This design comes from an exercise in tuning for small area, a short achievable clock period and few clock cycles per item on the open sky130 flow, not from production work. Only simulation tests tie the RTL to the original design; equivalence was not proved. The clock port is modelled as an ideal driver, which makes a skipped or thinned clock tree look cheaper than it is; a real chip needs a root buffer or a tree. Power is estimated from default activity; no workload was simulated.

**flow/run.sh**
```bash
#!/bin/bash
# synth_recipe.tcl (not shown) runs the flow's synth.tcl, then flattens the netlist and writes it again
# the make line also repeats each setting of config.mk as NAME=value (left out here)
make -C /OpenROAD-flow-scripts/flow DESIGN_CONFIG=/design/flow/config.mk WORK_HOME=/design/flow/orfs CLKGATE_MAP_FILE= SYNTH_SCRIPT=/design/flow/synth_recipe.tcl finish
```
**flow/config.mk**
```make
export PLATFORM = sky130hd
export DESIGN_NAME = page_slot_directory_top
export DESIGN_NICKNAME = page_slot_directory_top
export VERILOG_FILES = /design/flow/design.v
export SDC_FILE = /design/flow/constraint.sdc
export NUM_CORES = 4
export LEC_CHECK = 0
export CAP_MARGIN = 20
export CORE_MARGIN = 2
export CORE_UTILIZATION = 40
export CTS_CLUSTER_DIAMETER = 60
export CTS_CLUSTER_SIZE = 20
export SETUP_SLACK_MARGIN = 3.1
export SLEW_MARGIN = 20
```
**flow/constraint.sdc**
```tcl
create_clock -name core_clock -period 5.0 [get_ports {clk}]
set_input_delay 1.0000 -clock core_clock [delete_from_list [all_inputs] [get_ports {clk}]]
set_output_delay 1.0000 -clock core_clock [all_outputs]
set_load 0.01 [all_outputs]
```
**flow/design.v**
```verilog
`default_nettype none
package psd_pkg;
	localparam int SLOT_COUNT_DEF = 16;
	localparam int PAGE_W   = 32;
	localparam int STATUS_W = 3;
	localparam int SLOT_W   = 4;
	typedef enum logic {
		OP_GET    = 1'b0,
		OP_REMOVE = 1'b1
	} op_t;
	typedef enum logic [STATUS_W-1:0] {
		ST_HIT     = 3'd0,
		ST_LOAD    = 3'd1,
		ST_FULL    = 3'd2,
		ST_REMOVED = 3'd3,
		ST_ABSENT  = 3'd4
	} status_t;
	typedef enum logic {
		S_IDLE    = 1'b0,
		S_RESOLVE = 1'b1
	} state_t;
	typedef struct packed {
		logic capture;
		logic resolve;
	} psd_cmd_t;
endpackage
`default_nettype wire
`default_nettype none
module psd_ctrl (
	input  wire logic              clk,
	input  wire logic              arst_n,
	input  wire logic              start,
	output logic                   busy,
	output psd_pkg::psd_cmd_t      cmd
);
	logic res_q;
	always_ff @(posedge clk or negedge arst_n) begin
		if (!arst_n) begin
			res_q <= 1'b0;
		end else begin
			res_q <= start;
		end
	end
	assign busy        = 1'b0;
	assign cmd.capture = start;
	assign cmd.resolve = res_q;
endmodule
`default_nettype wire
`default_nettype none
module psd_datapath #(
	parameter int SLOT_COUNT = psd_pkg::SLOT_COUNT_DEF
) (
	input  wire logic                          clk,
	input  wire logic                          arst_n,
	input  wire psd_pkg::psd_cmd_t             cmd,
	input  wire logic                          operation,
	input  wire logic [psd_pkg::PAGE_W-1:0]    page_id,
	output logic                               done,
	output logic [psd_pkg::STATUS_W-1:0]       status,
	output logic [psd_pkg::SLOT_W-1:0]         slot
);
	localparam int IDX_W = (SLOT_COUNT > 1) ? $clog2(SLOT_COUNT) : 1;
	logic [SLOT_COUNT-1:0]           valid_q;
	logic [psd_pkg::PAGE_W-1:0]      page_q [SLOT_COUNT];
	logic                            op_r;
	logic [psd_pkg::PAGE_W-1:0]      page_r;
	logic [SLOT_COUNT-1:0]           match_r;   
	logic                            same_r;    
	logic                            prev_present;
	logic [SLOT_COUNT-1:0]           prev_onehot;
	logic [SLOT_COUNT-1:0]           match;
	logic [SLOT_COUNT-1:0]           first_free;
	logic [SLOT_COUNT-1:0]           valid_hit;
	logic [SLOT_COUNT-1:0]           valid_miss;
	logic                            below_full;
	logic                            hit_any;
	logic                            free_any;
	logic [IDX_W-1:0]                cmp_idx;
	logic [IDX_W-1:0]                hit_idx;
	logic [IDX_W-1:0]                free_idx;
	logic [psd_pkg::STATUS_W-1:0]    status_d;
	logic [psd_pkg::SLOT_W-1:0]      slot_d;
	logic                            done_q;
	logic [psd_pkg::STATUS_W-1:0]    status_q;
	logic [psd_pkg::SLOT_W-1:0]      slot_q;
	always_ff @(posedge clk) begin
		op_r   <= operation;
		page_r <= page_id;
		same_r <= cmd.resolve && (page_id == page_r);
		for (int k = 0; k < SLOT_COUNT; k++) begin
			match_r[k] <= valid_q[k] && (page_q[k] == page_id);
		end
	end
	always_comb begin
		prev_present = (status_q == psd_pkg::ST_HIT) || (status_q == psd_pkg::ST_LOAD);
		for (int k = 0; k < SLOT_COUNT; k++) begin
			prev_onehot[k] = prev_present && (slot_q == psd_pkg::SLOT_W'(k));
		end
	end
	always_comb begin
		match   = same_r ? prev_onehot : match_r;
		hit_any = same_r ? prev_present : |match_r;
		cmp_idx = '0;
		for (int k = 0; k < SLOT_COUNT; k++) begin
			if (match_r[k]) begin
				cmp_idx = cmp_idx | IDX_W'(k);
			end
		end
		hit_idx  = same_r ? IDX_W'(slot_q) : cmp_idx;
		free_idx = '0;
		for (int k = SLOT_COUNT - 1; k >= 0; k--) begin
			if (!valid_q[k]) begin
				free_idx = IDX_W'(k);
			end
		end
		below_full = 1'b1;
		for (int k = 0; k < SLOT_COUNT; k++) begin
			first_free[k] = !valid_q[k] && below_full;
			below_full    = below_full && valid_q[k];
		end
		free_any = !(&valid_q);
	end
	always_comb begin
		status_d = psd_pkg::ST_ABSENT;
		slot_d   = '0;
		if (op_r == psd_pkg::OP_GET) begin
			if (hit_any) begin
				status_d = psd_pkg::ST_HIT;
				slot_d   = psd_pkg::SLOT_W'(hit_idx);
			end else if (free_any) begin
				status_d = psd_pkg::ST_LOAD;
				slot_d   = psd_pkg::SLOT_W'(free_idx);
			end else begin
				status_d = psd_pkg::ST_FULL;
			end
		end else begin
			if (hit_any) begin
				status_d = psd_pkg::ST_REMOVED;
				slot_d   = psd_pkg::SLOT_W'(hit_idx);
			end
		end
	end
	always_comb begin
		for (int k = 0; k < SLOT_COUNT; k++) begin
			valid_hit[k]  = valid_q[k] && !(cmd.resolve && (op_r == psd_pkg::OP_REMOVE) && match[k]);
			valid_miss[k] = valid_q[k] || (cmd.resolve && (op_r == psd_pkg::OP_GET) && first_free[k]);
		end
	end
	always_ff @(posedge clk or negedge arst_n) begin
		if (!arst_n) begin
			valid_q <= '0;
		end else begin
			valid_q <= hit_any ? valid_hit : valid_miss;
		end
	end
	always_ff @(posedge clk) begin
		for (int k = 0; k < SLOT_COUNT; k++) begin
			if (!valid_q[k]) begin
				page_q[k] <= page_r;
			end
		end
	end
	always_ff @(posedge clk or negedge arst_n) begin
		if (!arst_n) begin
			done_q <= 1'b0;
		end else begin
			done_q <= cmd.resolve;
		end
	end
	always_ff @(posedge clk) begin
		status_q <= status_d;
		slot_q   <= slot_d;
	end
	assign done   = done_q;
	assign status = status_q;
	assign slot   = slot_q;
endmodule
`default_nettype wire
`default_nettype none
module page_slot_directory_top #(
	parameter int SLOT_COUNT = psd_pkg::SLOT_COUNT_DEF
) (
	input  wire logic                          clk,
	input  wire logic                          arst_n,
	input  wire logic                          start,
	output logic                               busy,
	input  wire logic                          operation,
	input  wire logic [psd_pkg::PAGE_W-1:0]    page_id,
	output logic                               done,
	output logic [psd_pkg::STATUS_W-1:0]       status,
	output logic [psd_pkg::SLOT_W-1:0]         slot
);
	psd_pkg::psd_cmd_t cmd;
	psd_ctrl u_ctrl (
		.clk    (clk),
		.arst_n (arst_n),
		.start  (start),
		.busy   (busy),
		.cmd    (cmd)
	);
	psd_datapath #(
		.SLOT_COUNT (SLOT_COUNT)
	) u_datapath (
		.clk       (clk),
		.arst_n    (arst_n),
		.cmd       (cmd),
		.operation (operation),
		.page_id   (page_id),
		.done      (done),
		.status    (status),
		.slot      (slot)
	);
endmodule
`default_nettype wire
```
==> results of run 1 <==
cells in the final DEF, fill, tap and decap left out, drive strengths merged, types with 4 or more instances in the layout:
cell type	Yosys	routed
a21oi	7	7
a22oi	8	8
a31oi	4	4
buf	67	190
bufbuf	0	4
clkbuf	3	62
clkinv	1	10
dfrtp	18	18
dfxtp	57	57
edfxtp	512	512
inv	26	38
nand2	14	14
nand3	39	39
nand4	29	29
nor2	7	7
nor2b	7	7
nor3	37	37
nor4	120	120
o21ai	23	23
o31ai	7	7
o41ai	6	6
xnor2	43	43
xor2	496	496
area by class of cell:
type,count,share of cell area
Tap cell,782,0.0335
Clock buffer,57,0.0408
Timing Repair Buffer,202,0.0716
Inverter,27,0.00415
Multi-Input combinational cell,883,0.257
Sequential cell,587,0.581
Clock inverter,26,0.0112
registers in the layout (all words and copies together), names as in the netlist:
register             count
u_datapath.page_q      512
u_ctrl.res_q             1
u_datapath.done_q        1
u_datapath.match_r      16
u_datapath.page_r       32
u_datapath.slot_q        4
u_datapath.same_r        1
u_datapath.valid_q      16
u_datapath.op_r          1
u_datapath.status_q      3
per-layer routing:
layer  global-route usage  vias to the layer above  share of wire
li1                     -                     6098              -
met1                0.340                     7532           0.41
met2                0.421                      658           0.48
met3               0.0357                      147          0.073
met4                0.110                        0          0.046
met5                    0                        -              0
stage by stage:
| step | cells | hold slack, ps |
|---|---|---|
| detailed placement | 2411 | 550 |
| floorplan | 1567 | 449 |
| global route | 2564 | 578 |
| finish | 2564 | 554 |
| CTS | 2545 | 555 |
| global placement | 2411 | 551 |
worst max path at each step:
| stage | startpoint | end | slack [ps] | cells after the start |
|---|---|---|---|---|
| 3_3_place_gp | page_id[3] | u_datapath.match_r[11] | 930 | 6 |
| 3_5_place_dp | page_id[12] | u_datapath.match_r[2] | 1090 | 6 |
| 4_1_cts | u_datapath.done_q | done | 2870 | 1 |
| 5_1_grt | u_datapath.done_q | done | 2880 | 1 |
| 6_report | u_datapath.done_q | done | 2910 | 1 |
| 2_1_floorplan | page_id[1] | u_datapath.same_r | 2970 | 6 |
cells in the mapped netlist (all sizes together), types with 2 or more instances:
library cell	number	area, sq um
edfxtp	512	15400
dfxtp	57	1140
a211oi	2	15.0
dfrtp	18	450
buf	67	357
nand4	29	196
o22ai	2	12.5
nor3b	2	15.0
nor2	7	26.3
nand2	14	55.1
a21oi	7	35.0
nand3	39	200
xor2	496	4340
xnor2	43	377
a31oi	4	25.0
nor3	37	185
o211ai	3	22.5
o32ai	2	25.0
nor4b	2	17.5
nor4	120	796
o31ai	7	52.6
o2111ai	2	17.5
inv	26	97.6
nand2b	2	12.5
a22oi	8	60.1
o41ai	6	67.6
clkbuf	3	11.3
a32oi	3	26.3
o21ai	23	115
nor2b	7	43.8
logic make-up after synthesis:
kind of cell    synth area share
other cells             0.000154
flops                      0.697
mux                     0.000874
simple gates              0.0653
compound gates            0.0229
xor+xnor                   0.194
buf+inv                   0.0193
report_power, final:
part           internal [mW]  switching, mW
sequential              5.73          0.181
clock                   1.89           1.93
combinational          0.472          0.912
total                   8.09           3.02
repair_timing:
item,in CTS,in global routing
endpoints found under the setup margin,42,55
gates resized for setup,336,66
pin swaps,37,32
hold endpoints to repair,0,0
buffers inserted,46,18
cloned,5,1
==> reports/summary.txt, run 1 <==
Power per cell area = 380 mW/mm^2
Final setup violation count = 0
Crit start category = flop
Cts hold-fix bufs = 0
Ys flop type = edfxtp_1
Final period util = 0.419
EDFF count, synth = 512
CP arrival = 1090 ps
CTS tree = done
CP Buf/Inv Count = 1
Outcome = complete, no violations
Initial Util = 0.404
Antenna Cells = 0
Register area share after synthesis = 0.697
Hold Crit Start = u_datapath.page_r[11]
Initial drt markers = 1748
Leakage = 10.2 nW
Critical-path maximum fanout = 1
Skew final = 38.4 ps
NumNets Final = 1782
R2R Path Start = u_datapath.page_r[26]
Max_slew headroom = 0.378
Design Area, Final = 0.0293 sq mm
Area of the multi-input gates = 0.00753 sq mm
Inserted Clock Buffers = 45
Cell Chain, Critical Path = buf_2
Layout cell share with drive strength beyond 1 = 0.217
Total track usage = 0.256
Terminus of the critical flop-to-flop path = u_datapath.same_r
Clk buf depth = 3
Pre-CTS WS = 1090 ps
Peak supply drop = 0.000345 V
Post-detail-place hpwl = 48600 um
CTS root buffer = clkbuf_16
Synth unique cells = 57
Worst hold path depth = 0
H-tree Lvls = 2
Worst-path clk slew = 90 ps
Num ports = 45
Fillers = 5049
Area delta synth->final = 20.2%
Worst reg2reg setup slack = 3150 ps
Synthesized area = 0.0243 sq mm
Overall die width = 251 um
Core Rows = 90
Crit Path Class = reg -> out
Initial antenna violation count = 2
Reg2Reg Depth = 5
Die Y = 251 um
RSZ-0062 raised after global routing = yes
Ys Warns = 3
Pins over their slew limit = 0
Syn_nets = 1603
DR DRC count = 0
Final core utilization = 0.486
Top delay family on crit path = flip-flops
Hold Path Class = reg -> reg
First-pass GRT wire length = 111000 um
Yosys reg bits = 587
Post-Synthesis Cells = 1567
Via density per instance = 5.63
Power consumption = 11.1 mW
Max Cap Viol = 0
Minimum clock period after layout = 2090 ps
WP data required = 4000 ps
Vias after detailed routing = 14400
Worst Setup Slack, final = 2910 ps
Final setup TNS = 0 ps
Skew-Pair Late Insertion Delay = 620 ps
Syn avg cell area = 15.5 sq um
Largest stage delay, worst path = 360 ps
Total grt overflow = 0
Post-DP Area = 0.0260 sq mm
Slowest CP cell = dfrtp_1
Core region area = 0.0602 sq mm
Hold Violations, Final = 0
Detailed Route WL = 80300 um
Vias in the first global route = 14200
Slew @ Worst Pin = 929 ps
Initial DRT Pass Iterations = 5
Number of I/O port buffers = 43
Clk sink count = 587
Worst setup EP type = primary output
Die area = 0.0628 sq mm
Routed len/inst = 31.3 um
Sequential standard cell area = 0.0170 sq mm
FMAX = 0.478 GHz
Largest net degree at the start of global routing = 38
Async SR Flop Fraction = 0.0307
Routability cong. = 0.882
Post-DRT Antenna Nets = 0
Hold Path End = u_datapath.page_q[7][11]
Testbench counts, summed over its fixed seeds: cycles 16,016, items 16,000.
==> inputs of run 2 (changes only) <==
==> flow/flow/run.sh (new file) <==
#!/bin/bash
set -euo pipefail
here=$(cd "$(dirname "$0")" && pwd)
export BUFFER_PORTS_ARGS="-buffer_cell sky130_fd_sc_hd__buf_4"
export MATCH_CELL_FOOTPRINT=0
export POST_CTS_TCL="$here/collapse_cts.tcl"
args=("BUFFER_PORTS_ARGS=$BUFFER_PORTS_ARGS" "MATCH_CELL_FOOTPRINT=0" "POST_CTS_TCL=$POST_CTS_TCL")
if [[ -f "$here/cts_args" ]]; then
  export CTS_ARGS="$(tr '\n' ' ' < "$here/cts_args")"
  args+=("CTS_ARGS=$CTS_ARGS")
fi
bash standard.sh "${args[@]}" finish > flow_make.log 2>&1
==> flow/flow/collapse_cts.tcl (new file) <==
# POST_CTS hook: take out the clock tree's middle level. Every buffer the
# H-tree put between the root buffer and the leaf buffers is removed and its
# loads (leaf buffers) are moved onto the root buffer's net, so each register
# is two clock buffers from the clock port instead of three. All registers
# keep the same number of buffers on their clock path.
set block [ord::get_db_block]
set root [$block findInst clkbuf_0_clk]
if {$root eq "NULL"} { puts "collapse_cts: no root buffer, nothing done"; return }
set root_net ""
foreach it [$root getITerms] {
  if {[$it isOutputSignal]} { set root_net [[$it getNet] getName] }
}
set changed 1
while {$changed} {
  set changed 0
  foreach inst [$block getInsts] {
    set name [$inst getName]
    if {![string match "clkbuf_*__f_clk" $name]} continue
    set in_net ""; set out_net ""
    foreach it [$inst getITerms] {
      set n [$it getNet]
      if {$n eq "NULL"} continue
      if {[$it isOutputSignal]} { set out_net [$n getName] } elseif {[$it isInputSignal]} { set in_net [$n getName] }
    }
    if {$in_net ne $root_net} continue
    set loads {}
    foreach it [[$block findNet $out_net] getITerms] {
      if {[$it getInst] eq $inst} continue
      lappend loads "[[$it getInst] getName]/[[$it getMTerm] getName]"
    }
    foreach p $loads {
      disconnect_pin $out_net $p
      connect_pin $root_net $p
    }
    puts "collapse_cts: removed $name, moved [llength $loads] loads to $root_net"
    delete_instance $name
    delete_net $out_net
    set changed 1
    break
  }
}
estimate_parasitics -placement
report_clock_min_period
==> flow/flow/cts_args (new file) <==
-sink_clustering_enable -repair_clock_nets -sink_clustering_size 44 -sink_clustering_max_diameter 60 -dont_use_dummy_load
==> flow/standard.sh (new file) <==
#!/bin/bash
# synth_recipe.tcl (not shown) runs the flow's synth.tcl, then flattens the netlist and writes it again
# the make line also repeats each setting of config.mk as NAME=value (left out here)
make -C /OpenROAD-flow-scripts/flow DESIGN_CONFIG=/design/flow/config.mk WORK_HOME=/design/flow/orfs CLKGATE_MAP_FILE= SYNTH_SCRIPT=/design/flow/synth_recipe.tcl "${@:-finish}"
--- a/flow/config.mk
+++ b/flow/config.mk
@@ -9,6 +9,5 @@
 export CORE_MARGIN = 2
-export CORE_UTILIZATION = 40
-export CTS_CLUSTER_DIAMETER = 60
-export CTS_CLUSTER_SIZE = 20
-export SETUP_SLACK_MARGIN = 3.1
+export CORE_UTILIZATION = 65
+export PLACE_DENSITY = 0.75
+export SETUP_SLACK_MARGIN = 3.2
 export SLEW_MARGIN = 20
removed: flow/run.sh
==> run 2 against run 1 <==
Critical path type unchanged; clock skew rose by 24 ps; core utilization rose by 25 points; combinational power fell by 12%; synthesized area did not move; largest cell class unchanged; via count fell by 2.1%; design area fell by 8.1%; clock power fell by 32%; largest power group unchanged; sequential share of layout area rose by 5.1 points; non-clock buffer count fell by 99.
==> reports/summary.txt, run 2 <==
FMAX = 0.462 GHz (-3.3%)
Largest registers = u_datapath.page_q x512, u_datapath.page_r x32
Ys flop type = edfxtp_1
EDFF count, synth = 512 (unchanged)
Synth Area in Simple Gates = 0.0653 (unchanged)
Slowest CP cell = dfrtp_1
Total grt overflow = 0 (unchanged)
Skew-Pair Late Insertion Delay = 680 ps (+60 ps)
Worst reg2reg setup slack = 3140 ps (about the same)
Ys Warns = 3 (unchanged)
Final period util = 0.433 (+0.0141)
Pins over their slew limit = 0 (unchanged)
Routed len/inst = 33.9 um (+8.4%)
Layout cell share with drive strength beyond 1 = 0.138 (-0.0789)
Async SR Flop Fraction = 0.0307 (unchanged)
Cell Chain, Critical Path = buf_6
DR DRC count = 0 (unchanged)
Syn avg cell area = 15.5 sq um (unchanged)
Post-Synth XOR/XNOR Area = 0.194 (unchanged)
RSZ-0062 raised after global routing = yes
Via density per instance = 6.72 (+19%)
Worst setup EP type = primary output
Hold Path Class = in -> async
Worst-path clk slew = 80 ps (about the same)
Crit start category = flop
Yosys reg bits = 587 (unchanged)
Crit. Startpoint = u_datapath.done_q
Final setup TNS = 0 ps (unchanged)
Most common cell after layout, fill and taps aside = edfxtp_1
Clk sink count = 587 (unchanged)
Register with the most flip-flops = u_datapath.page_q
WP data required = 4000 ps (about the same)
Max reg flops = 512 (unchanged)
Core region area = 0.0367 sq mm (-39%)
Largest stage delay, worst path = 380 ps (+20 ps)
Max Cap Viol = 0 (unchanged)
Post-detail-place hpwl = 42600 um (-12%)
Most frequent cells after synthesis = 512 x edfxtp_1, 496 x xor2_1, 117 x nor4_1, 60 x buf_2, 57 x dfxtp_1
Skew final = 62.8 ps (+24.4 ps)
Total track usage = 0.382 (+0.126)
Antenna Cells = 0 (unchanged)
Initial DRT Pass Iterations = 6 (+1)
Reg2Reg Depth = 6 (+1)
Post-DRT Antenna Nets = 0 (unchanged)
CP Capture Point = done
Terminus of the critical flop-to-flop path = u_datapath.valid_q[8]
Leading area contributor after synthesis = edfxtp_1
Leakage = 9.28 nW (-9.3%)
Peak supply drop = 0.000483 V (+40%)
R2R Path Start = u_datapath.match_r[4]
Hold Violations, Final = 0 (unchanged)
Largest family of logic cells by synthesized area = XOR/XNOR gates
NumNets Final = 1672 (-6.2%)
Max_slew headroom = 0.539 (+0.161)
Number of I/O port buffers = 43 (unchanged)
Compound-Gate Fraction of Synth Area = 0.0229 (unchanged)
Register area share after synthesis = 0.697 (unchanged)
Power per cell area = 361 mW/mm^2 (-5.0%)
Detailed Route WL = 71300 um (-11%)
Critical-path maximum fanout = 1 (unchanged)
Die Y = 197 um (-21%)
Crit Path Class = reg -> out
Number of cells on the critical path = 1 (unchanged)
Synthesized area = 0.0243 sq mm (unchanged)
Post-Synthesis Cells = 1567 (unchanged)
Final setup violation count = 0 (unchanged)
Final core utilization = 0.733 (+0.247)
Initial drt markers = 1841 (+5.3%)
Vias in the first global route = 13800 (-3.1%)
Overall die width = 197 um (-21%)
First-pass GRT wire length = 99700 um (-10%)
Most numerous cell in the Yosys netlist = edfxtp_1
Most used cells in the layout excluding fill and tap cells = 512 x edfxtp_1, 496 x xor2_1, 78 x nor4_1
Core Rows = 70 (-22%)
Routability cong. = 0.900 (+2.1%)
Mux cell area share after synthesis = 0.000874 (unchanged)
CP arrival = 1160 ps (+70 ps)
Area delta synth->final = 10.5%
Fillers = 2308 (-54%)
Outcome = complete, no violations
Syn_nets = 1603 (unchanged)
Synth unique cells = 57 (unchanged)
Top cell type's share of synthesized area = 0.632 (unchanged)
CP Buf/Inv Count = 1 (unchanged)
Num ports = 45 (unchanged)
Synth area leaders = edfxtp_1 63%, xor2_1 18%, dfxtp_1 4.7%, nor4_1 3.0%, dfrtp_1 1.9%
Top delay family on crit path = flip-flops
Post-Synth Adder-Cell Area = 0 (unchanged)
Initial antenna violation count = 2 (unchanged)
Vias after detailed routing = 14100 (-2.1%)
Largest net degree at the start of global routing = 38 (unchanged)
Initial Util = 0.663 (+0.259)
Minimum clock period after layout = 2160 ps (+70.6 ps)
Slew @ Worst Pin = 690 ps (-239 ps)
Die area = 0.0390 sq mm (-38%)
-- run 2: power by group --
part           switching [mW]  internal, mW  leakage (nW)
logic                   0.828         0.386          3.42
clock network            1.44          1.15         0.407
registers               0.178          5.73          5.45
-- run 2: logic make-up (layout without fill, tap and decap cells) --
logic type	after synthesis	in the layout
flip-flops	587	587
XOR/XNOR	539	539
AND/OR/NAND/NOR	264	264
buffers and inverters	97	164
AO/OA/AOI/OAI	77	77
multiplexers	2	2
other	1	1
-- run 2: area by class of cell --
class	count	area, sq um	area share
multi-input cells	883	7340	0.273
flip-flops and latches	587	17000	0.632
inverters	27	123	0.00456
repair inverters	1	7.51	0.000279
well taps	468	586	0.0218
repair buffers	103	1000	0.0373
clock buffers	33	826	0.0307
-- run 2: worst min-delay path by stage --
stage | end | from | depth (start not counted)
2_1_floorplan | u_datapath.done_q | u_ctrl.res_q | 0
3_3_place_gp | u_datapath.page_q[11][15] | u_datapath.page_r[15] | 0
3_5_place_dp | u_datapath.page_q[11][15] | u_datapath.page_r[15] | 0
5_1_grt | u_datapath.valid_q[10] | arst_n | 1
6_report | u_datapath.valid_q[10] | arst_n | 1
-- run 2: per-layer routing --
metal	vias up	part of all wire	global-route usage
met3	177	0.11	0.0784
met5	-	0	0
met4	0	0.054	0.200
met2	964	0.47	0.600
li1	5820	-	-
met1	7170	0.36	0.510
-- run 2: metrics by stage --
stage	hold slack [ps]	cells	setup WS, ps	instance area (sq um)	total power [mW]
6_report	186	2102	2840	26900	9.71
5_1_grt	196	2102	2820	26900	9.95
3_5_place_dp	464	2052	2030	25300	7.08
3_3_place_gp	451	2052	2020	25300	7.05
2_1_floorplan	449	1567	3020	25100	6.69
==> inputs of run 3 (changes only) <==
--- a/flow/design.v
+++ b/flow/design.v
@@ -35,2 +35,3 @@
 );
+	logic cmp_q;
 	logic res_q;
@@ -38,5 +39,7 @@
 		if (!arst_n) begin
+			cmp_q <= 1'b0;
 			res_q <= 1'b0;
 		end else begin
-			res_q <= start;
+			cmp_q <= start;
+			res_q <= cmp_q;
 		end
@@ -64,2 +67,4 @@
 	logic [psd_pkg::PAGE_W-1:0]      page_q [SLOT_COUNT];
+	logic                            op_c;
+	logic [psd_pkg::PAGE_W-1:0]      page_c;
 	logic                            op_r;
@@ -86,7 +91,11 @@
 	always_ff @(posedge clk) begin
-		op_r   <= operation;
-		page_r <= page_id;
-		same_r <= cmd.resolve && (page_id == page_r);
-		for (int k = 0; k < SLOT_COUNT; k++) begin
-			match_r[k] <= valid_q[k] && (page_q[k] == page_id);
+		op_c   <= operation;
+		page_c <= page_id;
+	end
+	always_ff @(posedge clk) begin
+		op_r   <= op_c;
+		page_r <= page_c;
+		same_r <= cmd.resolve && (page_c == page_r);
+		for (int k = 0; k < SLOT_COUNT; k++) begin
+			match_r[k] <= valid_q[k] && (page_q[k] == page_c);
 		end
--- a/flow/flow/run.sh
+++ b/flow/flow/run.sh
@@ -5,3 +5,3 @@
 export MATCH_CELL_FOOTPRINT=0
-export POST_CTS_TCL="$here/collapse_cts.tcl"
+export POST_CTS_TCL="$here/split_root.tcl"
 args=("BUFFER_PORTS_ARGS=$BUFFER_PORTS_ARGS" "MATCH_CELL_FOOTPRINT=0" "POST_CTS_TCL=$POST_CTS_TCL")
==> flow/flow/split_root.tcl (new file) <==
# POST_CTS hook: replace the clock tree's root buffer and the H-tree level
# below it by two root buffers, each driving the leaf buffers of one half of
# the core (split at the median x of the leaf buffers). The clock port then
# feeds these two buffers directly. Every register stays behind exactly two
# clock buffers (a root and a leaf), so the tree stays balanced.
set block [ord::get_db_block]
proc sr_out_net {inst} {
  foreach it [$inst getITerms] {
    if {[$it isOutputSignal] && [$it getNet] ne "NULL"} { return [$it getNet] }
  }
  return "NULL"
}
proc sr_in_net {inst} {
  foreach it [$inst getITerms] {
    if {[$it isInputSignal] && [$it getNet] ne "NULL"} { return [$it getNet] }
  }
  return "NULL"
}
proc sr_split {block} {
  set root [$block findInst clkbuf_0_clk]
  if {$root eq "NULL"} { puts "split_root: no root buffer, nothing done"; return }
  set clk_name [[sr_in_net $root] getName]
  set root_name [[sr_out_net $root] getName]
  set levels {}
  foreach it [[sr_out_net $root] getITerms] {
    set i [$it getInst]
    if {$i eq $root} continue
    if {![string match "clkbuf_*__f_clk" [$i getName]]} {
      puts "split_root: root drives [$i getName], nothing done"; return
    }
    lappend levels $i
  }
  if {[llength $levels] < 2} { puts "split_root: fewer than two level buffers, nothing done"; return }
  set leaves {}
  foreach l $levels {
    foreach it [[sr_out_net $l] getITerms] {
      set i [$it getInst]
      if {$i eq $l} continue
      if {![string match "clkbuf_leaf_*" [$i getName]] || [[$it getMTerm] getName] ne "A"} {
        puts "split_root: [$l getName] drives [$i getName], nothing done"; return
      }
      lappend leaves [list [$i getName] [lindex [$i getLocation] 0] [lindex [$i getLocation] 1] [[sr_out_net $l] getName]]
    }
  }
  set leaves [lsort -integer -index 1 $leaves]
  set half [expr {[llength $leaves] / 2}]
  set groupA [lrange $leaves 0 [expr {$half - 1}]]
  set groupB [lrange $leaves $half end]
  set rootB [lindex $levels 0]
  set rootB_name [$rootB getName]
  set rootB_net [[sr_out_net $rootB] getName]
  # detach every leaf buffer from its level buffer
  foreach lf $leaves {
    disconnect_pin [lindex $lf 3] [lindex $lf 0]/A
  }
  # the first level buffer becomes root B, fed by the clock port
  disconnect_pin $root_name $rootB_name/A
  connect_pin $clk_name $rootB_name/A
  # the other level buffers go
  foreach l [lrange $levels 1 end] {
    set n [[sr_out_net $l] getName]
    set ln [$l getName]
    disconnect_pin $root_name $ln/A
    delete_instance $ln
    delete_net $n
  }
  foreach lf $groupA { connect_pin $root_name [lindex $lf 0]/A }
  foreach lf $groupB { connect_pin $rootB_net [lindex $lf 0]/A }
  # put each root at the middle of its leaves
  foreach {inst grp} [list $root $groupA $rootB $groupB] {
    set sx 0; set sy 0
    foreach lf $grp { incr sx [lindex $lf 1]; incr sy [lindex $lf 2] }
    set n [llength $grp]
    $inst setLocation [expr {$sx / $n}] [expr {$sy / $n}]
    $inst setPlacementStatus PLACED
  }
  puts "split_root: [llength $groupA] leaf buffers on [$root getName], [llength $groupB] on $rootB_name, [expr {[llength $levels] - 1}] level buffers removed"
}
sr_split $block
detailed_placement
check_placement -verbose
estimate_parasitics -placement
report_clock_skew
removed: flow/flow/collapse_cts.tcl
==> run 3 against run 2 <==
Fmax rose by 11%; sequential cell count rose by 34; sequential power rose by 5.6%; cell count rose by 4.9%; critical endpoint is now status[2]; first-iteration DRC count rose by 16%; routed wire length rose by 1.6%.
==> reports/summary.txt, run 3 <==
Core Rows = 71 (+1.4%)
Cell Chain, Critical Path = buf_6
Met2 global-route usage = 0.576 (-0.0235)
NumNets Final = 1731 (+3.5%)
Largest registers = u_datapath.page_q x512, u_datapath.page_c x32, u_datapath.page_r x32
Leading area contributor after synthesis = edfxtp_1
Slew @ Worst Pin = 1000 ps (+310 ps)
Register area share after synthesis = 0.706 (+0.00826)
Die Y = 200 um (+1.4%)
Clk sink count = 621 (+5.8%)
Detailed Route WL = 72500 um (+1.6%)
Hold Violations, Final = 0 (unchanged)
Total grt overflow = 0 (unchanged)
Crit start category = flop
Vias in the first global route = 14100 (+2.1%)
Max Cap Viol = 0 (unchanged)
Post-detail-place hpwl = 44600 um (+4.7%)
Global routing usage on met1 = 0.497 (-0.0130)
Final core utilization = 0.733 (about the same)
Async SR Flop Fraction = 0.0306 (-0.0000686)
Final setup TNS = 0 ps (unchanged)
Pins over their slew limit = 0 (unchanged)
Skew-Pair Late Insertion Delay = 490 ps (-190 ps)
Synth Area in Simple Gates = 0.0626 (-0.00269)
Skew final = 50.8 ps (-12.0 ps)
Routability cong. = 0.929 (+3.2%)
RSZ-0062 raised after global routing = yes
Most used cells in the layout excluding fill and tap cells = 512 x edfxtp_1, 511 x xor2_1, 103 x nor4_1
Synthesized area = 0.0250 sq mm (+2.8%)
Largest net degree at the start of global routing = 38 (unchanged)
Syn avg cell area = 15.6 sq um (+0.70%)
Peak supply drop = 0.000347 V (-28%)
Leakage = 9.73 nW (+4.9%)
Post-DP Area = 0.0261 sq mm (+3.5%)
Slowest CP cell = dfxtp_4
Post-Synth Adder-Cell Area = 0 (unchanged)
Initial Util = 0.663 (about the same)
Max reg flops = 512 (unchanged)
Gr busiest metal = met2
Top delay family on crit path = flip-flops
Layout cell share with drive strength beyond 1 = 0.152 (+0.0135)
Crit Path Class = reg -> out
Ys Warns = 3 (unchanged)
Largest family of logic cells by synthesized area = XOR/XNOR gates
Number of I/O port buffers = 43 (unchanged)
Post-Synth XOR/XNOR Area = 0.188 (-0.00568)
CP arrival = 940 ps (-220 ps)
Power consumption = 10.1 mW (+3.7%)
Most common cell after layout, fill and taps aside = edfxtp_1
Overall die width = 200 um (+1.4%)
Post-Synthesis Cells = 1600 (+2.1%)
Total track usage = 0.366 (-0.0159)
WP data required = 4000 ps (about the same)
First-pass GRT wire length = 102000 um (+2.1%)
Post-DRT Antenna Nets = 0 (unchanged)
Worst reg2reg setup slack = 3200 ps (+60 ps)
Num ports = 45 (unchanged)
Die area = 0.0401 sq mm (+2.8%)
Yosys reg bits = 621 (+5.8%)
Vias after detailed routing = 14400 (+1.8%)
Initial drt markers = 2128 (+16%)
Design Area, Final = 0.0277 sq mm (+2.9%)
Minimum clock period after layout = 1940 ps (-220 ps)
Outcome = complete, no violations
EDFF count, synth = 512 (unchanged)
Compound-Gate Fraction of Synth Area = 0.0234 (+0.000420)
Ys flop type = edfxtp_1
DR DRC count = 0 (unchanged)
Syn_nets = 1636 (+2.1%)
Register with the most flip-flops = u_datapath.page_q
Initial DRT Pass Iterations = 5 (-1)
FMAX = 0.514 GHz (+11%)
Worst setup EP type = primary output
Hold Slack = 347 ps (+160 ps)
Hold Path Class = reg -> reg
CP Buf/Inv Count = 1 (unchanged)
Critical-path maximum fanout = 2 (+1)
Final period util = 0.389 (-0.0440)
Core region area = 0.0378 sq mm (+2.9%)
Most numerous cell in the Yosys netlist = edfxtp_1
Grt met3 use = 0.0739 (-0.00450)
Mux cell area share after synthesis = 0.000850 (-0.0000240)
Synth unique cells = 54 (-5.3%)
Top cell type's share of synthesized area = 0.615 (-0.0174)
Worst-path clk slew = 70 ps (about the same)
Area delta synth->final = 10.6%
Power per cell area = 364 mW/mm^2 (+0.74%)
Max_slew headroom = 0.332 (-0.207)
Routed len/inst = 32.9 um (-3.1%)
Most frequent cells after synthesis = 512 x edfxtp_1, 511 x xor2_1, 121 x nor4_1, 90 x dfxtp_1, 56 x buf_2
Synth area leaders = edfxtp_1 61%, xor2_1 18%, dfxtp_1 7.2%, nor4_1 3.0%, dfrtp_1 1.9%
Largest stage delay, worst path = 350 ps (-30 ps)
Antenna Cells = 0 (unchanged)
Via density per instance = 6.53 (-2.9%)
Initial antenna violation count = 0 (-2)
Final setup violation count = 0 (unchanged)
run 3: cell types whose count changed after synthesis, moves of 3 or more:
cell     delta
xor2_1     +15
dfxtp_1    +33
nand3_1     -3
xnor2_1    -16
buf_4       +4
nor3_1      -3
nor4_1      +4
buf_2       -4
run 3: worst reg2reg max path, cell delays in order (launching register included):
cell and delay [ps]:
dfxtp_4 500, buf_6 240, xor2_1 160, nor4_2 390
nand3_1 270, nor3_1 210
run 3: final cells by class:
class	count	area, sq um
inverter	26	121
multi-input combinational	884	7150
sequential	621	17800
fill	2410	10100
timing repair buffer	129	1180
tap	511	639
clock buffer	33	826
run 3: routing by layer:
metal / up-vias / part of all wire
met5: - / 0
met4: 0 / 0.051
met3: 182 / 0.11
met2: 984 / 0.47
met1: 7241 / 0.37
li1: 5976 / -
run 3: worst paths after layout:
path	start	end	cells past startpoint
worst min register to register	u_datapath.op_c	u_datapath.op_r	0
worst max register to register	u_datapath.page_c[30]	u_datapath.match_r[12]	5
worst min-delay path	u_datapath.op_c	u_datapath.op_r	0
worst max-delay path	u_datapath.status_q[2]	status[2]	1
max in group asynchronous	arst_n	u_datapath.valid_q[12]	1
min in group asynchronous	arst_n	u_datapath.valid_q[0]	1
run 3: cell families (layout without fill, tap and decap cells):
family / Yosys count / after routing
buffers and inverters: 96 / 188
muxes: 2 / 2
DFF: 621 / 621
and+or+nand+nor: 261 / 261
AOI/OAI and AO/OA: 81 / 82
xor gates and xnor gates: 538 / 538
other: 1 / 1
run 3: per-stage QoR:
stage / instances / setup slack (ps)
5_1_grt: 2204 / 3030
2_1_floorplan: 1600 / 3240
3_3_place_gp: 2153 / 2540
6_report: 2204 / 3060
3_5_place_dp: 2153 / 2510
run 3: power breakdown:
part	internal [mW]	leakage [nW]	switching, mW
Combinational	0.393	3.57	0.776
Sequential	6.01	5.76	0.232
Clock	1.16	0.407	1.49
Total	7.56	9.73	2.50
Testbench counts of run 3, summed over its fixed seeds: cycles 16,024, items 16,000.
==> inputs of run 4 (changes only) <==
--- a/flow/config.mk
+++ b/flow/config.mk
@@ -11,3 +11,3 @@
 export PLACE_DENSITY = 0.75
-export SETUP_SLACK_MARGIN = 3.2
+export SETUP_SLACK_MARGIN = 3.3
 export SLEW_MARGIN = 20
==> run 4 against run 3 <==
Sequential share of layout area shrank 4.2 points; fmax down 0.97%; die area did not move; register-to-register slack hardly changed; clock-buffer cell count rose by 2; global-route usage up 1.7 points; sequential cell count stayed put; critical path type unchanged; highest routed layer unchanged.
==> reports/summary.txt, run 4 <==
Outcome = complete, no violations
Max Cap Viol = 0 (unchanged)
WP data required = 4000 ps (about the same)
Initial DRT Pass Iterations = 7 (+2)
Sequential standard cell area = 0.0178 sq mm (+0.19%)
Area delta synth->final = 18.6%
Most frequent cells after synthesis = 512 x edfxtp_1, 511 x xor2_1, 121 x nor4_1, 90 x dfxtp_1, 56 x buf_2
Initial drt markers = 2169 (+1.9%)
Fillers = 2143 (-11%)
R2R Path Start = u_datapath.match_r[3]
Worst reg2reg setup slack = 3190 ps (about the same)
EDFF count, synth = 512 (unchanged)
Post-DRT Antenna Nets = 0 (unchanged)
Leakage = 10.5 nW (+8.3%)
Hold Path Class = reg -> reg
Die Y = 200 um (unchanged)
Most used cells in the layout excluding fill and tap cells = 512 x edfxtp_1, 506 x xor2_1, 177 x buf_4
DR DRC count = 0 (unchanged)
Skew final = 44.1 ps (-6.73 ps)
Register with the most flip-flops = u_datapath.page_q
Total track usage = 0.383 (+0.0171)
Register area share after synthesis = 0.706 (unchanged)
Clk sink count = 621 (unchanged)
Clock power share = 0.266 (+0.002)
Reg2Reg Depth = 6 (+1)
Post-Synthesis Cells = 1600 (unchanged)
Detailed Route WL = 77400 um (+6.7%)
Cell Chain, Critical Path = buf_6
Largest stage delay, worst path = 370 ps (+20 ps)
Core Rows = 71 (unchanged)
Synth unique cells = 54 (unchanged)
Top cell type's share of synthesized area = 0.615 (unchanged)
Vias after detailed routing = 15200 (+5.4%)
CP Buf/Inv Count = 1 (unchanged)
Max_slew headroom = 0.574 (+0.242)
Yosys reg bits = 621 (unchanged)
Syn avg cell area = 15.6 sq um (unchanged)
First-pass GRT wire length = 106000 um (+4.6%)
Slowest CP cell = dfrtp_1
Number of I/O port buffers = 43 (unchanged)
Routed len/inst = 33.2 um (+1.0%)
Vias in the first global route = 14800 (+4.8%)
Crit Path Class = reg -> out
NumNets Final = 1855 (+7.2%)
Initial antenna violation count = 1 (+1)
Hold Violations, Final = 0 (unchanged)
RSZ-0062 raised after global routing = yes
Final period util = 0.393 (+0.00382)
Area of the multi-input gates = 0.00774 sq mm (+8.3%)
Layout cell share with drive strength beyond 1 = 0.250 (+0.0981)
Logic pwr share = 0.136 (+0.020)
Sw frac = 0.254 (+0.00564)
Antenna Cells = 0 (unchanged)
Core region area = 0.0378 sq mm (unchanged)
Hold Slack = 335 ps (-11.6 ps)
Num ports = 45 (unchanged)
Synth area leaders = edfxtp_1 61%, xor2_1 18%, dfxtp_1 7.2%, nor4_1 3.0%, dfrtp_1 1.9%
Peak supply drop = 0.000310 V (-11%)
Worst setup EP type = primary output
Switching pwr = 2.64 mW (+5.5%)
Largest registers = u_datapath.page_q x512, u_datapath.page_c x32, u_datapath.page_r x32
Ys Warns = 3 (unchanged)
CP arrival = 960 ps (+20 ps)
Most common cell after layout, fill and taps aside = edfxtp_1
Final setup TNS = 0 ps (unchanged)
Slew @ Worst Pin = 638 ps (-362 ps)
Largest net degree at the start of global routing = 38 (unchanged)
Die area = 0.0401 sq mm (unchanged)
Most numerous cell in the Yosys netlist = edfxtp_1
Routability cong. = 0.948 (+2.1%)
Seq pwr share = 0.598 (-0.022)
Crit start category = flop
Power per cell area = 350 mW/mm^2 (-3.7%)
Initial Util = 0.663 (unchanged)
Total internal power = 7.74 mW (+2.4%)
Power consumption = 10.4 mW (+3.1%)
Max reg flops = 512 (unchanged)
Worst-path clk slew = 60 ps (about the same)
Ys flop type = edfxtp_1
Minimum clock period after layout = 1960 ps (+19.1 ps)
Total grt overflow = 0 (unchanged)
Final setup violation count = 0 (unchanged)
Synthesized area = 0.0250 sq mm (unchanged)
Hold Crit Start = u_datapath.op_c
Number of cells on the critical path = 1 (unchanged)
Overall die width = 200 um (unchanged)
Leading area contributor after synthesis = edfxtp_1
Post-detail-place hpwl = 45500 um (+2.1%)
FMAX = 0.509 GHz (-0.97%)
Pins over their slew limit = 0 (unchanged)
Worst hold path depth = 0 (unchanged)
Critical-path maximum fanout = 1 (-1)
Syn_nets = 1636 (unchanged)
Skew-Pair Late Insertion Delay = 500 ps (about the same)
Via density per instance = 6.51 (-0.20%)
Crit. Startpoint = u_datapath.done_q
Top delay family on crit path = flip-flops
Async SR Flop Fraction = 0.0306 (unchanged)
[run 4: cell counts after synthesis]
No cell type changed its count.
[run 4: final timing paths]
check	endpoint
max	done
min	u_datapath.op_r
max reg2reg	u_datapath.valid_q[9]
min reg2reg	u_datapath.op_r
max in group asynchronous	u_datapath.valid_q[7]
min in group asynchronous	u_datapath.valid_q[14]
[run 4: cells by family after synthesis]
kind of cell / synth area share
AO/OA/AOI/OAI: 0.0234
AND/OR/NAND/NOR: 0.0626
other: 0.000150
XOR/XNOR: 0.188
buffers and inverters: 0.0190
multiplexers: 0.000850
flip-flops: 0.706
[run 4: stage by stage]
step / instance area [sq um] / instances / utilization / worst slack, ps
2_1_floorplan: 25000 / 1600 / - / 3310
3_3_place_gp: 26200 / 2157 / 0.693 / 2320
3_5_place_dp: 26200 / 2157 / 0.693 / 2510
5_1_grt: 29700 / 2328 / 0.786 / 3020
6_report: 29700 / 2328 / 0.786 / 3040
[run 4: routing by layer]
layer / track usage / routed length (um) / vias to the layer above
met1: 0.513 / 27300 / 7670
met2: 0.604 / 37000 / 1084
met3: 0.0776 / 9110 / 186
met5: 0 / 0 / -
met4: 0.194 / 3990 / 0
li1: - / - / 6222
[run 4: power by group through the flow]
stage	Sequential [mW]	Clock, mW	Combinational (mW)
3_5_place_dp	6.35	0	1.05
2_1_floorplan	6.28	0	0.621
5_1_grt	6.24	2.92	1.46
3_3_place_gp	6.33	0	1.04
6_report	6.21	2.76	1.41
[run 4: final cells by class]
| cell class | instances | share of cell area |
|---|---|---|
| multi-input cells | 883 | 0.261 |
| well taps | 511 | 0.0216 |
| repair inverters | 1 | 0.000253 |
| clock buffers | 35 | 0.0295 |
| flip-flops and latches | 621 | 0.600 |
| repair buffers | 251 | 0.0837 |
| inverters | 26 | 0.00401 |
==> inputs of run 5 (changes only) <==
--- a/flow/config.mk
+++ b/flow/config.mk
@@ -11,3 +11,3 @@
 export PLACE_DENSITY = 0.75
-export SETUP_SLACK_MARGIN = 3.3
+export SETUP_SLACK_MARGIN = 3.02
 export SLEW_MARGIN = 20
==> run 5 against run 4 <==
Clock power down 4%; sequential power about the same; total power is 3.5% lower; clock-buffer cell count shrank 2; routed wire length fell by 7.0%; largest power group unchanged; critical path type unchanged; largest cell class unchanged; design area down 8.2%.
==> reports/summary.txt, run 5 <==
Post-DRT Antenna Nets = 0 (unchanged)
Layout cell share with drive strength beyond 1 = 0.123 (-0.127)
Fillers = 2452 (+14%)
Switching pwr = 2.48 mW (-6.0%)
Register area share after synthesis = 0.706 (unchanged)
Detailed Route WL = 71900 um (-7.0%)
Skew final = 51.0 ps (+6.99 ps)
Number of I/O port buffers = 43 (unchanged)
R2R Path Start = u_datapath.page_c[29]
Slew @ Worst Pin = 1190 ps (+550 ps)
Num ports = 45 (unchanged)
Antenna Cells = 0 (unchanged)
Ys Warns = 3 (unchanged)
Initial drt markers = 2064 (-4.8%)
Yosys reg bits = 621 (unchanged)
Worst reg2reg setup slack = 3080 ps (-110 ps)
First-pass GRT wire length = 101000 um (-4.8%)
Most common cell after layout, fill and taps aside = edfxtp_1
Hold Violations, Final = 0 (unchanged)
Worst hold path depth = 0 (unchanged)
Skew-Pair Late Insertion Delay = 500 ps (about the same)
Initial antenna violation count = 0 (-1)
DR DRC count = 0 (unchanged)
Leading area contributor after synthesis = edfxtp_1
Number of cells on the critical path = 1 (unchanged)
Sw frac = 0.248 (-0.00658)
Syn_nets = 1636 (unchanged)
Worst setup EP type = primary output
Max_slew headroom = 0.206 (-0.367)
Max reg flops = 512 (unchanged)
Core Rows = 71 (unchanged)
Max Cap Viol = 0 (unchanged)
NumNets Final = 1719 (-7.3%)
Clk sink count = 621 (unchanged)
Final setup violation count = 0 (unchanged)
Async SR Flop Fraction = 0.0306 (unchanged)
Most frequent cells after synthesis = 512 x edfxtp_1, 511 x xor2_1, 121 x nor4_1, 90 x dfxtp_1, 56 x buf_2
Power per cell area = 368 mW/mm^2 (+5.1%)
WP data required = 4000 ps (about the same)
Critical-path maximum fanout = 1 (unchanged)
Total internal power = 7.53 mW (-2.7%)
Most used cells in the layout excluding fill and tap cells = 512 x edfxtp_1, 511 x xor2_1, 110 x nor4_1
Slowest CP cell = dfrtp_1
Crit Path Class = reg -> out
Post-detail-place hpwl = 44600 um (-2.1%)
Vias after detailed routing = 14200 (-6.1%)
Seq pwr share = 0.623 (+0.025)
Total grt overflow = 0 (unchanged)
Die Y = 200 um (unchanged)
Clock power share = 0.265 (about the same)
RSZ-0062 raised after global routing = yes
Largest net degree at the start of global routing = 38 (unchanged)
Crit start category = flop
Peak supply drop = 0.000347 V (+12%)
Core region area = 0.0378 sq mm (unchanged)
Largest registers = u_datapath.page_q x512, u_datapath.page_c x32, u_datapath.page_r x32
Cell Chain, Critical Path = buf_6
Total track usage = 0.364 (-0.0187)
Logic pwr share = 0.111 (-0.025)
Post-Synthesis Cells = 1600 (unchanged)
Most numerous cell in the Yosys netlist = edfxtp_1
Initial DRT Pass Iterations = 5 (-2)
Synth unique cells = 54 (unchanged)
Top cell type's share of synthesized area = 0.615 (unchanged)
Die area = 0.0401 sq mm (unchanged)
Crit. Startpoint = u_datapath.done_q
Sequential standard cell area = 0.0177 sq mm (-0.46%)
Final setup TNS = 0 ps (unchanged)
Synthesized area = 0.0250 sq mm (unchanged)
Via density per instance = 6.49 (-0.28%)
CP Buf/Inv Count = 1 (unchanged)
Outcome = complete, no violations
Minimum clock period after layout = 1940 ps (-18.8 ps)
Routed len/inst = 32.8 um (-1.2%)
Initial Util = 0.663 (unchanged)
Area delta synth->final = 8.84%
Syn avg cell area = 15.6 sq um (unchanged)
Largest stage delay, worst path = 370 ps (about the same)
Synth area leaders = edfxtp_1 61%, xor2_1 18%, dfxtp_1 7.2%, nor4_1 3.0%, dfrtp_1 1.9%
Register with the most flip-flops = u_datapath.page_q
Reg2Reg Depth = 5 (-1)
Overall die width = 200 um (unchanged)
Routability cong. = 0.929 (-2.0%)
EDFF count, synth = 512 (unchanged)
Ys flop type = edfxtp_1
Hold Path Class = reg -> reg
Final period util = 0.389 (-0.00376)
Area of the multi-input gates = 0.00698 sq mm (-9.8%)
Leakage = 9.59 nW (-9.0%)
FMAX = 0.514 GHz (+0.97%)
Terminus of the critical flop-to-flop path = u_datapath.match_r[3]
Pins over their slew limit = 0 (unchanged)
CP arrival = 940 ps (-20 ps)
Final core utilization = 0.721 (-0.0645)
CP Capture Point = done
Worst-path clk slew = 70 ps (about the same)
Top delay family on crit path = flip-flops
Vias in the first global route = 14000 (-5.1%)
-- run 5: logic make-up after synthesis --
group,share of synthesized area
AO/OA/AOI/OAI,0.0234
XOR/XNOR,0.188
buffers and inverters,0.0190
flip-flops,0.706
multiplexers,0.000850
other,0.000150
AND/OR/NAND/NOR,0.0626
-- run 5: power groups by stage --
| stage | Sequential, mW | Combinational (mW) | Clock, mW |
|---|---|---|---|
| after floorplan | 6.28 | 0.621 | 0 |
| after global placement | 6.34 | 1.03 | 0 |
| after detailed placement | 6.36 | 1.04 | 0 |
| after global routing | 6.27 | 1.18 | 2.83 |
| final | 6.24 | 1.11 | 2.66 |
-- run 5: area by class of cell --
| class | instances | area share |
|---|---|---|
| flip-flops and latches | 621 | 0.651 |
| clock buffers | 33 | 0.0303 |
| repair buffers | 118 | 0.0352 |
| multi-input cells | 883 | 0.257 |
| well taps | 511 | 0.0235 |
| inverters | 26 | 0.00386 |
-- run 5: routing by layer --
layer	up-vias	GRT usage	part of all wire
met5	-	0	0
met4	0	0.182	0.054
met3	184	0.0696	0.11
met2	980	0.572	0.47
met1	7133	0.494	0.37
li1	5939	-	-
-- run 5: worst min-delay path by stage --
stage / slack [ps] / from / endpoint
2_1_floorplan: 310 / u_datapath.op_c / u_datapath.op_r
3_3_place_gp: 310 / u_datapath.op_c / u_datapath.op_r
6_report: 350 / u_datapath.op_c / u_datapath.op_r
5_1_grt: 360 / u_datapath.op_c / u_datapath.op_r
3_5_place_dp: 310 / u_datapath.op_c / u_datapath.op_r
-- run 5: per-stage QoR --
stage                     setup WS [ps]  std cells  hold slack, ps  power (mW)  instance area, sq um
final                              3060       2192             350        10.0                 27200
after global routing               3000       2192             361        10.3                 27200
after detailed placement           2510       2153             312        7.40                 26100
after global placement             2540       2153             313        7.37                 26100
after floorplan                    3240       1600             310        6.90                 25000
==> inputs of run 6 (changes only) <==
--- a/flow/config.mk
+++ b/flow/config.mk
@@ -11,3 +11,3 @@
 export PLACE_DENSITY = 0.75
-export SETUP_SLACK_MARGIN = 3.02
+export SETUP_SLACK_MARGIN = 3.1
 export SLEW_MARGIN = 20
==> run 6 against run 5 <==
Via count increased by 0.94%; cell count grew 0.41%; sequential share of layout area fell by 0.42 points; fmax up 0.12%; sequential cell count stayed put; clock-buffer cell count unchanged; synthesized area stayed put; critical path depth stayed put; core utilization up 0.53 points; first-iteration DRC count is 1.9% lower; non-clock buffer count up 9; critical endpoint is now status[2].
==> reports/summary.txt, run 6 <==
EDFF count, synth = 512 (unchanged)
Clk sink count = 621 (unchanged)
Worst Setup Slack, final = 3060 ps (+2.34 ps)
Post-DRT Antenna Nets = 0 (unchanged)
Fillers = 2424 (-1.1%)
Num ports = 45 (unchanged)
Total grt overflow = 0 (unchanged)
Async SR Flop Fraction = 0.0306 (unchanged)
Outcome = complete, no violations
Post-Layout Cell Count = 2201 (+0.41%)
CP Buf/Inv Count = 1 (unchanged)
Syn_nets = 1636 (unchanged)
Ys flop type = edfxtp_1
Most used cells in the layout excluding fill and tap cells = 512 x edfxtp_1, 511 x xor2_1, 109 x nor4_1
Inst Count DP = 2153 (unchanged)
Synthesized area = 0.0250 sq mm (unchanged)
Number of I/O port buffers = 43 (unchanged)
Leakage = 9.67 nW (+0.86%)
Most common cell after layout, fill and taps aside = edfxtp_1
Crit start category = flop
CP arrival = 940 ps (about the same)
Die area = 0.0401 sq mm (unchanged)
Skew final = 49.4 ps (-1.63 ps)
Final period util = 0.388 (-0.000468)
Detailed Route WL = 72100 um (+0.31%)
Worst-path clk slew = 70 ps (about the same)
Total track usage = 0.365 (about the same)
Cell Chain, Critical Path = buf_6
Peak supply drop = 0.000348 V (+0.18%)
Area delta synth->final = 9.64%
Largest registers = u_datapath.page_q x512, u_datapath.page_c x32, u_datapath.page_r x32
Layout cell share with drive strength beyond 1 = 0.133 (+0.00940)
Vias after detailed routing = 14400 (+0.94%)
Initial Util = 0.663 (unchanged)
Top delay family on crit path = flip-flops
Synth unique cells = 54 (unchanged)
Overall die width = 200 um (unchanged)
Pre-CTS WS = 2510 ps (unchanged)
NumNets Final = 1728 (+0.52%)
Via density per instance = 6.53 (+0.53%)
Critical-path maximum fanout = 2 (+1)
Post-Synthesis Cells = 1600 (unchanged)
Die Y = 200 um (unchanged)
Skew-Pair Late Insertion Delay = 490 ps (about the same)
DR DRC count = 0 (unchanged)
Max_slew headroom = 0.319 (+0.113)
Max Cap Viol = 0 (unchanged)
Largest stage delay, worst path = 350 ps (-20 ps)
Vias in the first global route = 14000 (+0.20%)
Register with the most flip-flops = u_datapath.page_q
Power consumption = 10.0 mW (+0.21%)
Max reg flops = 512 (unchanged)
First-pass GRT wire length = 101000 um (about the same)
Top cell type's share of synthesized area = 0.615 (unchanged)
Final setup TNS = 0 ps (unchanged)
Slowest CP cell = dfxtp_4
Most frequent cells after synthesis = 512 x edfxtp_1, 511 x xor2_1, 121 x nor4_1, 90 x dfxtp_1, 56 x buf_2
Ys Warns = 3 (unchanged)
Post-detail-place hpwl = 44600 um (unchanged)
Routed len/inst = 32.8 um (about the same)
Slew @ Worst Pin = 1020 ps (-169 ps)
Routability cong. = 0.929 (unchanged)
FMAX = 0.515 GHz (+0.12%)
Hold Path Class = reg -> reg
Power per cell area = 366 mW/mm^2 (-0.53%)
Synth area leaders = edfxtp_1 61%, xor2_1 18%, dfxtp_1 7.2%, nor4_1 3.0%, dfrtp_1 1.9%
Crit Path Class = reg -> out
Core Rows = 71 (unchanged)
Core region area = 0.0378 sq mm (unchanged)
Initial drt markers = 2024 (-1.9%)
Antenna Cells = 0 (unchanged)
Yosys reg bits = 621 (unchanged)
Final setup violation count = 0 (unchanged)
Pins over their slew limit = 0 (unchanged)
Hold Violations, Final = 0 (unchanged)
Register area share after synthesis = 0.706 (unchanged)
Minimum clock period after layout = 1940 ps (-2.34 ps)
Largest net degree at the start of global routing = 38 (unchanged)
Syn avg cell area = 15.6 sq um (unchanged)
RSZ-0062 raised after global routing = yes
Leading area contributor after synthesis = edfxtp_1
WP data required = 4000 ps (about the same)
Initial DRT Pass Iterations = 6 (+1)
Initial antenna violation count = 0 (unchanged)
Most numerous cell in the Yosys netlist = edfxtp_1
Hold Slack = 349 ps (-0.484 ps)
Worst setup EP type = primary output
[run 6: cell counts after synthesis]
No cell type changed its count.
[run 6: final cells by class]
type | count | area (sq um) | share of cell area
inverter | 26 | 108 | 0.00392
clock buffer | 33 | 826 | 0.0301
tap | 511 | 639 | 0.0233
sequential | 621 | 17700 | 0.646
timing repair buffer | 127 | 1110 | 0.0406
multi-input combinational | 883 | 7010 | 0.256
[run 6: stage by stage]
| stage | area (sq um) | util |
|---|---|---|
| floorplan | 25000 | - |
| global placement | 26100 | 0.692 |
| detailed placement | 26100 | 0.692 |
| global route | 27400 | 0.726 |
| finish | 27400 | 0.726 |
[run 6: final timing paths]
check	slack (ps)	end	cells after the start	from
min in group asynchronous	380	u_datapath.valid_q[2]	1	arst_n
hold reg to reg	350	u_datapath.op_r	0	u_datapath.op_c
max in group asynchronous	4360	u_datapath.done_q	1	arst_n
setup / recovery	3060	status[2]	1	u_datapath.status_q[2]
hold / removal	350	u_datapath.op_r	0	u_datapath.op_c
setup reg to reg	3110	u_datapath.match_r[11]	5	u_datapath.page_c[20]
[run 6: logic make-up after synthesis]
kind of cell | synth area share
AOI/OAI and AO/OA | 0.0234
xor gates and xnor gates | 0.188
buffers and inverters | 0.0190
DFF | 0.706
muxes | 0.000850
other | 0.000150
and+or+nand+nor | 0.0626
[run 6: metal layers]
metal	global-route usage	part of all wire	up-vias	wire [um]
li1	-	-	5959	-
met1	0.495	0.37	7252	26400
met2	0.571	0.47	985	34200
met3	0.0698	0.11	174	7900
met4	0.181	0.051	0	3670
met5	0	0	-	0
[run 6: report_power, final]
| group | leakage (nW) | switching (mW) | internal (mW) |
|---|---|---|---|
| clock network | 0.407 | 1.50 | 1.16 |
| logic | 3.50 | 0.759 | 0.375 |
| registers | 5.76 | 0.233 | 6.01 |
| total | 9.67 | 2.49 | 7.55 |
==> inputs of run 7 (changes only) <==
--- a/flow/config.mk
+++ b/flow/config.mk
@@ -10,3 +10,3 @@
 export CORE_UTILIZATION = 65
-export PLACE_DENSITY = 0.75
+export PLACE_DENSITY = 0.72
 export SETUP_SLACK_MARGIN = 3.1
==> run 7 against run 6 <==
Synthesized area is the same; clock power about the same; still clean; fmax shrank 1.2%; global-route usage is 0.51 points higher; highest routed layer unchanged.
==> reports/summary.txt, run 7 <==
Outcome = complete, no violations
Syn_nets = 1636 (unchanged)
Number of I/O port buffers = 43 (unchanged)
Max reg flops = 512 (unchanged)
Minimum clock period after layout = 1970 ps (+23.0 ps)
Switching pwr = 2.51 mW (+0.78%)
Most used cells in the layout excluding fill and tap cells = 512 x edfxtp_1, 511 x xor2_1, 104 x nor4_1
Crit Path Class = reg -> reg
FMAX = 0.509 GHz (-1.2%)
Final setup TNS = 0 ps (unchanged)
Critical-path maximum fanout = 8 (+6)
Routability cong. = 0.913 (-1.7%)
Most frequent cells after synthesis = 512 x edfxtp_1, 511 x xor2_1, 121 x nor4_1, 90 x dfxtp_1, 56 x buf_2
Vias in the first global route = 13900 (-0.75%)
Total internal power = 7.55 mW (about the same)
Total track usage = 0.370 (+0.00514)
Synth unique cells = 54 (unchanged)
Detailed Route WL = 73200 um (+1.5%)
Routed len/inst = 33.3 um (+1.5%)
Synthesized area = 0.0250 sq mm (unchanged)
Core region area = 0.0378 sq mm (unchanged)
Core Rows = 71 (unchanged)
Ys Warns = 3 (unchanged)
EDFF count, synth = 512 (unchanged)
Final setup violation count = 0 (unchanged)
CP arrival = 2360 ps (+1420 ps)
Skew final = 45.4 ps (-4.04 ps)
Initial DRT Pass Iterations = 6 (unchanged)
Largest registers = u_datapath.page_q x512, u_datapath.page_c x32, u_datapath.page_r x32
Largest net degree at the start of global routing = 38 (unchanged)
Max_slew headroom = 0.373 (+0.0543)
Layout cell share with drive strength beyond 1 = 0.137 (+0.00414)
Post-DRT Antenna Nets = 0 (unchanged)
Slowest CP cell = dfxtp_1
Syn avg cell area = 15.6 sq um (unchanged)
Hold Violations, Final = 0 (unchanged)
WP data required = 5400 ps (+1400 ps)
Sw frac = 0.250 (+0.00148)
Clk sink count = 621 (unchanged)
Slew @ Worst Pin = 939 ps (-81.3 ps)
Cell Chain, Critical Path = buf_4, xor2_1, nor4_4, nand4_1, nor3_1
Logic pwr share = 0.114 (about the same)
Crit start category = flop
Clock power share = 0.266 (about the same)
Via density per instance = 6.56 (+0.51%)
Post-Synthesis Cells = 1600 (unchanged)
DR DRC count = 0 (unchanged)
Seq pwr share = 0.620 (-0.002)
Initial antenna violation count = 1 (+1)
Worst-path clk slew = 90 ps (+20 ps)
Die Y = 200 um (unchanged)
Largest stage delay, worst path = 470 ps (+120 ps)
Yosys reg bits = 621 (unchanged)
Top delay family on crit path = simple AND/OR/NAND/NOR gates
Ys flop type = edfxtp_1
CP Buf/Inv Count = 1 (unchanged)
Vias after detailed routing = 14400 (+0.51%)
Synth area leaders = edfxtp_1 61%, xor2_1 18%, dfxtp_1 7.2%, nor4_1 3.0%, dfrtp_1 1.9%
Peak supply drop = 0.000327 V (-6.0%)
Most common cell after layout, fill and taps aside = edfxtp_1
Pins over their slew limit = 0 (unchanged)
Async SR Flop Fraction = 0.0306 (unchanged)
RSZ-0062 raised after global routing = yes
Overall die width = 200 um (unchanged)
NumNets Final = 1728 (unchanged)
Final period util = 0.393 (+0.00459)
Final core utilization = 0.727 (about the same)
Worst setup EP type = flop
Total grt overflow = 0 (unchanged)
Antenna Cells = 0 (unchanged)
Initial Util = 0.663 (unchanged)
Hold Path Class = reg -> reg
Register area share after synthesis = 0.706 (unchanged)
Register with the most flip-flops = u_datapath.page_q
Skew-Pair Late Insertion Delay = 490 ps (about the same)
Post-detail-place hpwl = 45100 um (+1.2%)
Num ports = 45 (unchanged)
First-pass GRT wire length = 102000 um (+0.71%)
Top cell type's share of synthesized area = 0.615 (unchanged)
Die area = 0.0401 sq mm (unchanged)
Area delta synth->final = 9.73% (about the same)
Most numerous cell in the Yosys netlist = edfxtp_1
Max Cap Viol = 0 (unchanged)
Leading area contributor after synthesis = edfxtp_1
Initial drt markers = 2027 (+0.15%)
Leakage = 9.65 nW (-0.21%)
Power per cell area = 366 mW/mm^2 (+0.10%)
==> run 7: path summary, 6_finish.rpt <==
| path | slack [ps] | cells after the start | startpoint | to |
|---|---|---|---|---|
| hold reg to reg | 340 | 0 | u_datapath.op_c | u_datapath.op_r |
| hold / removal | 340 | 0 | u_datapath.op_c | u_datapath.op_r |
| max in group asynchronous | 4360 | 1 | arst_n | u_datapath.done_q |
| setup / recovery | 3030 | 5 | u_datapath.page_c[24] | u_datapath.match_r[4] |
| min in group asynchronous | 390 | 1 | arst_n | u_datapath.valid_q[11] |
| setup reg to reg | 3030 | 5 | u_datapath.page_c[24] | u_datapath.match_r[4] |
==> run 7: routing by layer <==
layer  vias to the layer above  GRT usage  wire (um)  part of all wire
li1                       5957          -          -                 -
met1                      7382      0.503      27800              0.38
met2                       943      0.579      34200              0.47
met3                       162     0.0721       7400              0.10
met4                         0      0.181       3820             0.052
met5                         -          0          0                 0
==> run 7: logic make-up after synthesis <==
family,synth area share
AND/OR/NAND/NOR,0.0626
flip-flops,0.706
XOR/XNOR,0.188
buffers and inverters,0.0190
multiplexers,0.000850
other,0.000150
AO/OA/AOI/OAI,0.0234
==> run 7: worst register-to-register path, stage by stage, from the launching register on <==
cell and delay [ps]:
dfxtp_1 470, buf_4 310, xor2_1 140, nor4_4 390
nand4_1 310, nor3_1 270
==> run 7: cell type report <==
class	instances	area [sq um]
multi-input combinational	883	7060
inverter	26	114
fill	2469	10300
sequential	621	17700
timing repair buffer	127	1090
clock buffer	33	826
tap	511	639
==> run 7: through the flow <==
step	area, sq um	power (mW)	cells	worst slack, ps	hold slack (ps)
floorplan	25000	6.90	1600	3240	310
global placement	26200	7.37	2159	2440	311
detailed placement	26200	7.40	2159	2410	340
global route	27400	10.3	2201	3010	322
finish	27400	10.1	2201	3030	336
==> run 7: power groups by stage <==
stage / sequential (mW) / clock (mW) / combinational (mW)
3_5_place_dp: 6.35 / 0 / 1.05
5_1_grt: 6.26 / 2.85 / 1.20
2_1_floorplan: 6.28 / 0 / 0.621
6_report: 6.23 / 2.68 / 1.15
3_3_place_gp: 6.33 / 0 / 1.04

==> re-timing with driven ports <==
In the flow no input, the clock included, has a driving cell. The finished layouts below were timed again as built, in two steps. Step 1, drivers: a clkbuf_16 drives clk and a buf_2 each remaining input, both assumed. Step 2 adds t to the input delays and takes it off the output delays; t is the mean of the earliest and latest rising clock arrival at the registers after step 1. Input paths then give back, and output paths get back, about the clock's delay inside the block. Slacks: ideal / step 1 / step 2; pairs: ideal / step 1.
run	t (ns)	slack for setup (ns)	worst setup path at the end	clock arrival spread, ns	pins driven straight from the clock port
run 1	0.661	2.906 / 2.847 / 2.454	input to register	0.041 / 0.041	1
run 2	0.708	2.836 / 2.779 / 2.540	input to register	0.064 / 0.065	1
run 3	0.546	3.056 / 2.978 / 3.201	register to register	0.050 / 0.051	2
run 4	0.557	3.037 / 2.961 / 3.186	register to register	0.056 / 0.056	2
run 5	0.549	3.055 / 2.978 / 3.084	register to register	0.053 / 0.052	2
run 6	0.545	3.058 / 2.980 / 3.109	register to register	0.050 / 0.050	2
run 7	0.549	3.035 / 2.957 / 3.035	register to register	0.055 / 0.054	2
After both steps every run listed still meets setup and hold. For run 1, which loses most, drivers alone change the setup slack by -0.059 ns; drivers and shift together by -0.452 ns.
